From an optimization exercise on the open Yosys and OpenROAD flow, aimed at small area and a short achievable clock period; shortcuts taken in it are not production practice. Only simulation tests tie the RTL to the original design; equivalence was not proved. No driver is modelled on the clock port, so clocking that relies on it looks cheaper here than on a real chip. Power is estimated from default activity; no workload was simulated.

the previous run:
Design ets_sweep_controller, start of the top module:
module ets_sweep_controller #(
  parameter int RESULT_WIDTH  = 32,
  parameter int DEPTH         = 64,
  parameter int STEP_WIDTH    = 16,
  parameter int SETTLE_CYCLES = 16
) (
  input  logic                    clk,
  input  logic                    reset_n,
  input  logic                    start,
  input  logic                    abort,
  input  logic [STEP_WIDTH-1:0]   step_count,
  output logic                    sampler_request_run,
  input  logic                    sampler_running,
  input  logic                    sampler_result_ready,
  input  logic [RESULT_WIDTH-1:0] sampler_result,
  output logic                    phase_step,
  input  logic                    phase_step_ack,
  output logic                    busy,
  output logic                    done,
  output logic [STEP_WIDTH-1:0]   position,
  input  logic                    rd_en,
  output logic                    rd_valid,
  output logic [RESULT_WIDTH-1:0] rd_data,
  output logic [$clog2(DEPTH):0]  level
);
  localparam int LW   = $clog2(DEPTH) + 1;
  localparam int ROWS = 63;                        
  localparam logic [LW-1:0]         LVL_ONE  = 1;
  localparam logic [STEP_WIDTH-1:0] STEP_ONE = 1;
  localparam logic [3:0]            SET_LOAD = 4'(SETTLE_CYCLES - 1);
  logic s_check, s_wr, s_wack, s_settle, s_drain;   
  logic idle;                                       
  logic [STEP_WIDTH-1:0] count_q;
  logic [3:0]            settle_q;
  logic                  last_q;
  assign idle = ~busy;
  logic abort_eff, to_drain, cnt_nz, full, push, pop, set_last, start_i;
  logic n_check, n_req, n_wr, n_step, n_wack, n_settle, n_drain, n_done, n_busy;
  assign full      = level[LW-1];
  assign cnt_nz    = |step_count;
  assign start_i   = idle & start;
  assign set_last  = (settle_q == 4'd0);
  assign abort_eff = abort & busy & ~s_drain;
  assign to_drain  = abort_eff & ((sampler_request_run & sampler_running) |
                                  (s_wr & ~sampler_result_ready));
  assign push      = s_wr & sampler_result_ready & ~abort;
  assign pop       = rd_en & rd_valid;
  ...
clock: 5.5 ns
lec_check: 0
cap_margin: 20
core_margin: 2
core_utilization: 40
slew_margin: 20
run.sh (not shown) runs the stock make flow with config.mk's settings and CLKGATE_MAP_FILE= SYNTH_SCRIPT=/design/flow/synth_recipe.tcl, a recipe that flattens the netlist after the stock synthesis.
The previous run ended with every stage complete and zero timing, DRC or antenna violations.
Input-level comparison between the current run and the previous run:
- setting ABC_CLOCK_PERIOD_IN_PS to 2500 for the first time
- setting SETUP_SLACK_MARGIN to 3.0 for the first time
### Flow results
- The current run finished every stage and its layout cleared the timing, design-rule and antenna checks.
- Looking at the reports, the previous run completed the entire flow and the layout it produced met the timing, design-rule and antenna checks.
- Relative to the previous run, clock network power share decreased by 1.9 points in the current run.
- Status: count of hold-fix buffers inserted at cts parity (the current run, the previous run)
- In the reports for the previous run and the current run, the larger number of post-CTS setup repair buffers belongs to the current run.
- [compare] base=the previous run new=the current run: post-placement cell area ~0 delta; antenna cell count went up by 10; number of non-clock buffers in the layout rose 443; leakage power summed over all cells shows an increase of 3.5 nW; power per cell area fell about 3.3%.
- The current run vs. the previous run: critical path data arrival time went down 1.44 ns, sequential share of layout area went down 5.4 points, worst setup margin went up 1.44 ns.

Another version of the RTL of ets_sweep_controller (not shown whole).
Size: ~2200 flip-flops, ~79000 um^2 of cells after synthesis.
clock: 5.5 ns
lec_check: 0
cap_margin: 30
core_margin: 2
core_utilization: 48
cts_cluster_diameter: 100
cts_cluster_size: 25
setup_slack_margin: 3.0
slew_margin: 30
standard.sh (not shown) runs the stock make flow with config.mk's settings and CLKGATE_MAP_FILE= SYNTH_SCRIPT=/design/flow/synth_recipe.tcl, a recipe that flattens the netlist after the stock synthesis.
==> flow/flow/run.sh <==
#!/bin/bash
# Own layout flow: the standard ORFS flow, with one hook after clock-tree synthesis
# (flow/post_cts.tcl) that moves output-port buffers next to the flip-flops that feed them and
# buffers flip-flop outputs with many loads next to the flip-flop, then repairs timing again.
# Ports are buffered with buf_4 (instead of a delay cell) and sizing may change footprints.
set -euo pipefail
export POST_CTS_TCL="$PWD/flow/post_cts.tcl"
export BUFFER_PORTS_ARGS="-buffer_cell sky130_fd_sc_hd__buf_4"
bash standard.sh MATCH_CELL_FOOTPRINT=0 finish > standard_flow.log 2>&1
==> flow/flow/post_cts.tcl <==
# Runs inside ORFS's CTS step, after its timing repair and legalisation.
# 1. An output port's buffer whose input comes straight from a flip-flop (and nothing else) is
#    moved next to that flip-flop, so the buffer, not the flip-flop, drives the wire to the pin.
# 2. The resizer leaves flip-flops that drive many loads slow, so each flip-flop output with
#    several loads gets a buffer placed next to the flip-flop that takes over those loads.
# Then cells are legalised and timing is repaired again.
set block [ord::get_db_block]
proc drv_iterm {net} {
  foreach it [$net getITerms] { if {[$it isOutputSignal]} { return $it } }
  return ""
}
set nm 0
foreach bt [$block getBTerms] {
  if {[$bt getIoType] ne "OUTPUT"} { continue }
  set n1 [$bt getNet]
  if {$n1 eq "NULL"} { continue }
  set it [drv_iterm $n1]
  if {$it eq ""} { continue }
  set obuf [$it getInst]
  set obin ""
  foreach i2 [$obuf getITerms] { if {[$i2 isInputSignal]} { set obin $i2 } }
  if {$obin eq ""} { continue }
  set n2 [$obin getNet]
  if {[llength [$n2 getITerms]] != 2 || [llength [$n2 getBTerms]] != 0} { continue }
  set it2 [drv_iterm $n2]
  if {$it2 eq ""} { continue }
  set src [$it2 getInst]
  if {![[$src getMaster] isSequential]} { continue }
  set loc [$src getLocation]
  $obuf setLocation [lindex $loc 0] [lindex $loc 1]
  incr nm
}
puts "post_cts: moved $nm output buffers next to their flip-flops"
set bmaster [[ord::get_db] findMaster sky130_fd_sc_hd__buf_6]
set nb 0
foreach inst [$block getInsts] {
  set m [$inst getMaster]
  if {![$m isSequential]} { continue }
  foreach it [$inst getITerms] {
    if {![$it isOutputSignal]} { continue }
    set net [$it getNet]
    if {$net eq "NULL"} { continue }
    if {[$net getSigType] eq "CLOCK"} { continue }
    set loads [expr {[llength [$net getITerms]] - 1 + [llength [$net getBTerms]]}]
    if {$loads < 4} { continue }
    incr nb
    set binst [odb::dbInst_create $block $bmaster "ffbuf_$nb"]
    set nnet [odb::dbNet_create $block "ffbuf_net_$nb"]
    $it disconnect
    $it connect $nnet
    foreach bi [$binst getITerms] {
      if {[$bi isInputSignal]} { $bi connect $nnet }
      if {[$bi isOutputSignal]} { $bi connect $net }
    }
    set loc [$inst getLocation]
    $binst setLocation [lindex $loc 0] [lindex $loc 1]
    $binst setPlacementStatus PLACED
  }
}
puts "post_cts: buffered $nb flip-flop outputs"
detailed_placement
estimate_parasitics -placement
repair_timing_helper
detailed_placement
check_placement -verbose
report_worst_slack -max
The baseline completed without violations.
Next try:
==> flow/flow/run.sh (replaced) <==
#!/bin/bash
# Own layout flow: the standard ORFS flow, with one hook after clock-tree synthesis
# (flow/post_cts.tcl) that buffers flip-flop outputs with many loads next to the flip-flop,
# then repairs timing again.
# Ports are buffered with buf_4 (instead of a delay cell) and sizing may change footprints.
set -euo pipefail
export POST_CTS_TCL="$PWD/flow/post_cts.tcl"
export BUFFER_PORTS_ARGS="-buffer_cell sky130_fd_sc_hd__buf_4"
bash standard.sh MATCH_CELL_FOOTPRINT=0 finish > standard_flow.log 2>&1
==> flow/flow/post_cts.tcl (replaced) <==
# Runs inside ORFS's CTS step, after its timing repair and legalisation. The resizer leaves
# flip-flops that drive many loads slow, so each flip-flop output with several loads gets a
# buffer placed next to the flip-flop that takes over those loads; then timing is repaired
# again.
set block [ord::get_db_block]
set bmaster [[ord::get_db] findMaster sky130_fd_sc_hd__buf_6]
set nb 0
foreach inst [$block getInsts] {
  set m [$inst getMaster]
  if {![$m isSequential]} { continue }
  foreach it [$inst getITerms] {
    if {![$it isOutputSignal]} { continue }
    set net [$it getNet]
    if {$net eq "NULL"} { continue }
    if {[$net getSigType] eq "CLOCK"} { continue }
    set loads [expr {[llength [$net getITerms]] - 1 + [llength [$net getBTerms]]}]
    if {$loads < 4} { continue }
    incr nb
    set binst [odb::dbInst_create $block $bmaster "ffbuf_$nb"]
    set nnet [odb::dbNet_create $block "ffbuf_net_$nb"]
    $it disconnect
    $it connect $nnet
    foreach bi [$binst getITerms] {
      if {[$bi isInputSignal]} { $bi connect $nnet }
      if {[$bi isOutputSignal]} { $bi connect $net }
    }
    set loc [$inst getLocation]
    $binst setLocation [lindex $loc 0] [lindex $loc 1]
    $binst setPlacementStatus PLACED
  }
}
puts "post_cts: buffered $nb flip-flop outputs"
detailed_placement
estimate_parasitics -placement
repair_timing_helper
detailed_placement
check_placement -verbose
report_worst_slack -max
--- a/flow/config.mk
+++ b/flow/config.mk
@@ -10,4 +10,4 @@
 export CORE_UTILIZATION = 48
-export CTS_CLUSTER_DIAMETER = 100
-export CTS_CLUSTER_SIZE = 25
+export CTS_CLUSTER_DIAMETER = 60
+export CTS_CLUSTER_SIZE = 30
 export SETUP_SLACK_MARGIN = 3.0
Effect:
- power rose by 9.4%
- cell area is higher by 1.5%
- combinational power stays flat
- sequential cell count is unchanged
- worst setup slack degrades by 0.085 ns
- synthesized area stays the same
- clock skew went up by 0.014 ns
- core utilization goes up by 0.82 points
- hold slack degrades by 0.038 ns
- first-iteration DRC count shrinks by 1.8%
- wire length rises by 0.44%
Next try:
==> flow/run.sh (new file) <==
#!/bin/bash
# synth_recipe.tcl (not shown) runs the flow's synth.tcl, then flattens the netlist and writes it again
# the make line also repeats each setting of config.mk as NAME=value (left out here)
make -C /OpenROAD-flow-scripts/flow DESIGN_CONFIG=/design/flow/config.mk WORK_HOME=/design/flow/orfs CLKGATE_MAP_FILE= SYNTH_SCRIPT=/design/flow/synth_recipe.tcl finish
--- a/flow/config.mk
+++ b/flow/config.mk
@@ -10,4 +10,4 @@
 export CORE_UTILIZATION = 48
-export CTS_CLUSTER_DIAMETER = 60
-export CTS_CLUSTER_SIZE = 30
+export CTS_CLUSTER_DIAMETER = 100
+export CTS_CLUSTER_SIZE = 25
 export SETUP_SLACK_MARGIN = 3.0
removed: flow/flow/run.sh
removed: flow/flow/post_cts.tcl
removed: flow/standard.sh
Outcome: Wire length climbs by a few percent; power drops by a little under a tenth; first-iteration DRC count climbs by a few percent; worst hold slack improved by 0.17 ns; worst setup slack improved by 0.018 ns; core utilization drops by 1.2 points; cell area drops by a few percent; combinational power drops slightly; die area is unchanged; via count climbs slightly; fmax climbs slightly.
Next try:
--- a/flow/config.mk
+++ b/flow/config.mk
@@ -10,4 +10,4 @@
 export CORE_UTILIZATION = 48
-export CTS_CLUSTER_DIAMETER = 100
-export CTS_CLUSTER_SIZE = 25
+export CTS_CLUSTER_DIAMETER = 60
+export CTS_CLUSTER_SIZE = 30
 export SETUP_SLACK_MARGIN = 3.0
The changed run finished clean; worst setup slack gets better by 0.019 ns; clock-buffer cell count grows by 20; wire length grows by 0.77%; maximum frequency rose by 0.70%; design area came out higher by 2.5%.
Next try:
==> flow/flow/run.sh (new file) <==
#!/bin/bash
# Own layout flow: the standard ORFS flow, with one hook after clock-tree synthesis
# (flow/post_cts.tcl) that puts a buffer next to each flip-flop driving an output port, so the
# long wire to the port's output buffer is not driven by the flip-flop itself.
# Ports are buffered with buf_4 (instead of a delay cell) and sizing may change footprints.
set -euo pipefail
export POST_CTS_TCL="$PWD/flow/post_cts.tcl"
export BUFFER_PORTS_ARGS="-buffer_cell sky130_fd_sc_hd__buf_4"
bash standard.sh MATCH_CELL_FOOTPRINT=0 finish > standard_flow.log 2>&1
==> flow/flow/post_cts.tcl (new file) <==
# Runs inside ORFS's CTS step, after its timing repair and legalisation.
set block [ord::get_db_block]
set bmaster [[ord::get_db] findMaster sky130_fd_sc_hd__buf_4]
proc drv_iterm {net} {
  foreach it [$net getITerms] { if {[$it isOutputSignal]} { return $it } }
  return ""
}
set nb 0
foreach bt [$block getBTerms] {
  if {[$bt getIoType] ne "OUTPUT"} { continue }
  set n1 [$bt getNet]
  if {$n1 eq "NULL"} { continue }
  set it [drv_iterm $n1]
  if {$it eq ""} { continue }
  set obuf [$it getInst]
  set obin ""
  foreach i2 [$obuf getITerms] { if {[$i2 isInputSignal]} { set obin $i2 } }
  if {$obin eq ""} { continue }
  set n2 [$obin getNet]
  set it2 [drv_iterm $n2]
  if {$it2 eq ""} { continue }
  set src [$it2 getInst]
  if {![[$src getMaster] isSequential]} { continue }
  incr nb
  set binst [odb::dbInst_create $block $bmaster "obuf_pre_$nb"]
  set nnet [odb::dbNet_create $block "obuf_pre_net_$nb"]
  $obin disconnect
  $obin connect $nnet
  foreach i3 [$binst getITerms] {
    if {[$i3 isInputSignal]} { $i3 connect $n2 }
    if {[$i3 isOutputSignal]} { $i3 connect $nnet }
  }
  set loc [$src getLocation]
  $binst setLocation [lindex $loc 0] [lindex $loc 1]
  $binst setPlacementStatus PLACED
}
puts "post_cts: inserted $nb buffers after output flip-flops"
detailed_placement
estimate_parasitics -placement
repair_timing_helper
detailed_placement
check_placement -verbose
report_worst_slack -max
==> flow/standard.sh (new file) <==
#!/bin/bash
# synth_recipe.tcl (not shown) runs the flow's synth.tcl, then flattens the netlist and writes it again
# the make line also repeats each setting of config.mk as NAME=value (left out here)
make -C /OpenROAD-flow-scripts/flow DESIGN_CONFIG=/design/flow/config.mk WORK_HOME=/design/flow/orfs CLKGATE_MAP_FILE= SYNTH_SCRIPT=/design/flow/synth_recipe.tcl "${@:-finish}"
removed: flow/run.sh
=> Sequential share of layout area came out higher by 0.15 points; synthesized cell count is unchanged; total power is about the same; setup slack degrades by 0.025 ns.
Next try:
==> flow/flow/run.sh (replaced) <==
#!/bin/bash
# Own layout flow: the standard ORFS flow, with one hook after clock-tree synthesis
# (flow/post_cts.tcl) that puts a buffer next to each flip-flop driving an output port, so the
# long wire to the port's output buffer is not driven by the flip-flop itself.
set -euo pipefail
export POST_CTS_TCL="$PWD/flow/post_cts.tcl"
bash standard.sh > standard_flow.log 2>&1
Result:
- The changed run ran to the end with no violations
- power grows slightly
- wire length grows by a few percent
- synthesized area stays the same
- clock skew shrinks by 0.0045 ns
- die area stays the same
- sequential power barely changes
- design area grows slightly
- first-iteration DRC count grows by a little under a tenth
- sequential share of layout area shrinks by 0.94 points
- via count grows by a few percent

Starting RTL as in the previous note.
Settings: LEC_CHECK=0, CAP_MARGIN=50, CORE_MARGIN=2, CORE_UTILIZATION=48, CTS_CLUSTER_DIAMETER=100, CTS_CLUSTER_SIZE=25, SETUP_SLACK_MARGIN=3.0, SLEW_MARGIN=60; clock period 5.5 ns.
==> flow/flow/run.sh <==
#!/bin/bash
# Own layout flow: the standard ORFS flow, with one hook after clock-tree synthesis
# (flow/post_cts.tcl) that moves output-port buffers next to the flip-flops that feed them and
# buffers flip-flop outputs with many loads next to the flip-flop, then repairs timing again.
# Ports are buffered with buf_4 (instead of a delay cell) and sizing may change footprints.
# The clock tree is built without dummy loads.
set -euo pipefail
export POST_CTS_TCL="$PWD/flow/post_cts.tcl"
export BUFFER_PORTS_ARGS="-buffer_cell sky130_fd_sc_hd__buf_4"
export CTS_ARGS="-sink_clustering_enable -repair_clock_nets -sink_clustering_size 25 -sink_clustering_max_diameter 100 -dont_use_dummy_load"
bash standard.sh MATCH_CELL_FOOTPRINT=0 finish > standard_flow.log 2>&1
==> flow/flow/post_cts.tcl <==
# Runs inside ORFS's CTS step, after its timing repair and legalisation. The resizer leaves
# flip-flops slow when they drive long wires or many loads, so for each flip-flop output:
# 1. every output-port buffer it feeds is moved next to the flip-flop, so the buffer, not the
#    flip-flop, drives the wire to the pin;
# 2. if it has several other loads, a buffer placed next to the flip-flop takes them over.
# Then cells are legalised and timing is repaired again.
set block [ord::get_db_block]
set bmaster [[ord::get_db] findMaster sky130_fd_sc_hd__buf_6]
proc is_port_buffer {inst} {
  foreach it [$inst getITerms] {
    if {[$it isOutputSignal]} {
      set n [$it getNet]
      if {$n ne "NULL" && [llength [$n getBTerms]] > 0} { return 1 }
    }
  }
  return 0
}
set nm 0
set nb 0
foreach inst [$block getInsts] {
  if {![[$inst getMaster] isSequential]} { continue }
  set loc [$inst getLocation]
  foreach it [$inst getITerms] {
    if {![$it isOutputSignal]} { continue }
    set net [$it getNet]
    if {$net eq "NULL" || [$net getSigType] eq "CLOCK"} { continue }
    set others {}
    foreach ld [$net getITerms] {
      if {$ld eq $it} { continue }
      set li [$ld getInst]
      if {[is_port_buffer $li]} {
        $li setLocation [lindex $loc 0] [lindex $loc 1]
        incr nm
      } else {
        lappend others $ld
      }
    }
    if {[llength $others] + [llength [$net getBTerms]] < 4 || [llength [$net getBTerms]] > 0} { continue }
    incr nb
    set binst [odb::dbInst_create $block $bmaster "ffbuf_$nb"]
    set nnet [odb::dbNet_create $block "ffbuf_net_$nb"]
    foreach ld $others {
      $ld disconnect
      $ld connect $nnet
    }
    foreach bi [$binst getITerms] {
      if {[$bi isInputSignal]} { $bi connect $net }
      if {[$bi isOutputSignal]} { $bi connect $nnet }
    }
    $binst setLocation [lindex $loc 0] [lindex $loc 1]
    $binst setPlacementStatus PLACED
  }
}
puts "post_cts: moved $nm output buffers, buffered $nb flip-flop outputs"
detailed_placement
estimate_parasitics -placement
repair_timing_helper
detailed_placement
check_placement -verbose
report_worst_slack -max
==> next run, changes <==
CAP_MARGIN = 30   (was 50)
SETUP_SLACK_MARGIN = 3.4   (was 3.0)
SLEW_MARGIN = 30   (was 60)
The new run passed the timing, design-rule and antenna checks. Sequential share of layout area came out lower by 5.2 points. Clock skew came out higher by 34 ps. Routed wire length came out higher by roughly a tenth. Core utilization came out higher by 4.3 points. Clock power came out higher slightly. Via count came out higher by roughly a tenth. Synthesized cell count does not change. Power came out higher by a few percent.
==> next run, changes <==
--- a/flow/flow/post_cts.tcl
+++ b/flow/flow/post_cts.tcl
@@ -7,3 +7,3 @@
 set block [ord::get_db_block]
-set bmaster [[ord::get_db] findMaster sky130_fd_sc_hd__buf_6]
+set bmaster [[ord::get_db] findMaster sky130_fd_sc_hd__buf_4]
 proc is_port_buffer {inst} {
SETUP_SLACK_MARGIN = 3.1   (was 3.4)
Clock power shrinks slightly.
Fmax climbs by a few percent.
Final area shrinks by roughly a tenth.
Utilization decreases by 5.6 points.
Power decreases slightly.
Final cell count drops by a little under a tenth.
==> next run, changes <==
--- a/flow/flow/post_cts.tcl
+++ b/flow/flow/post_cts.tcl
@@ -7,3 +7,3 @@
 set block [ord::get_db_block]
-set bmaster [[ord::get_db] findMaster sky130_fd_sc_hd__buf_4]
+set bmaster [[ord::get_db] findMaster sky130_fd_sc_hd__buf_6]
 proc is_port_buffer {inst} {
PLACE_DENSITY = 0.7   (was default)
SETUP_SLACK_MARGIN = 3.0   (was 3.1)
The changed run finished with timing, DRC and antenna clean.
Flip-flop and latch count is unchanged.
Cell area went down by 0.77%.
Setup slack is worse by 140 ps.
Synthesized cell count stays the same.
Core utilization came out lower by 0.41 points.
Total power came out lower by 1.0%.
Wire length hardly moves.
Final cell count rises by 0.31%.

==> re-timing with driven ports <==
The flow's constraints put no driver on any port. The routed layouts listed below were extracted and timed again, unchanged, in two steps.
Step 1 (the two cells are an assumption about what drives the block):
set clk [get_ports {clk}]
set_driving_cell -lib_cell sky130_fd_sc_hd__clkbuf_16 $clk
set_driving_cell -lib_cell sky130_fd_sc_hd__buf_2 [delete_from_list [all_inputs] $clk]
Step 2, shift: input delay + t, output delay - t, t = (earliest + latest rising clock arrival at the registers) / 2. This alone moves slack from input paths to output paths.
a / b / c = ideal / step 1 / step 2; a / b = the first two.
run | t (ns) | slack for setup (ns) | worst data-port slew with drivers (ns) | pins driven straight from the clock port
the previous run | 0.946 | 0.942 / 0.942 / 0.942 | 0.22 | 1
the current run | 0.976 | 2.381 / 2.381 / 2.125 | 0.17 | 1
the first run of note 2 | 0.853 | 2.882 / 2.882 / 2.221 | 0.24 | 1
the second run of note 2 | 0.910 | 2.797 / 2.713 / 2.220 | 0.22 | 1
the third run of note 2 | 0.853 | 2.815 / 2.815 / 2.213 | 0.24 | 1
the fourth run of note 2 | 0.915 | 2.834 / 2.787 / 2.179 | 0.23 | 1
the fifth run of note 2 | 0.907 | 2.808 / 2.782 / 2.200 | 0.23 | 1
the sixth run of note 2 | 0.906 | 2.734 / 2.734 / 2.252 | 0.24 | 1
the first run of note 3 | 0.836 | 2.923 / 2.923 / 2.214 | 0.22 | 1
the second run of note 3 | 0.847 | 2.869 / 2.869 / 2.417 | 0.27 | 1
the third run of note 3 | 0.798 | 3.024 / 2.965 / 2.320 | 0.20 | 1
the fourth run of note 3 | 0.837 | 2.881 / 2.881 / 2.113 | 0.17 | 1
After both steps setup and hold are still met in every run listed. The setup slack of the fourth run of note 3, which loses most, moves by 0.000 ns with the drivers and by -0.768 ns with both steps.
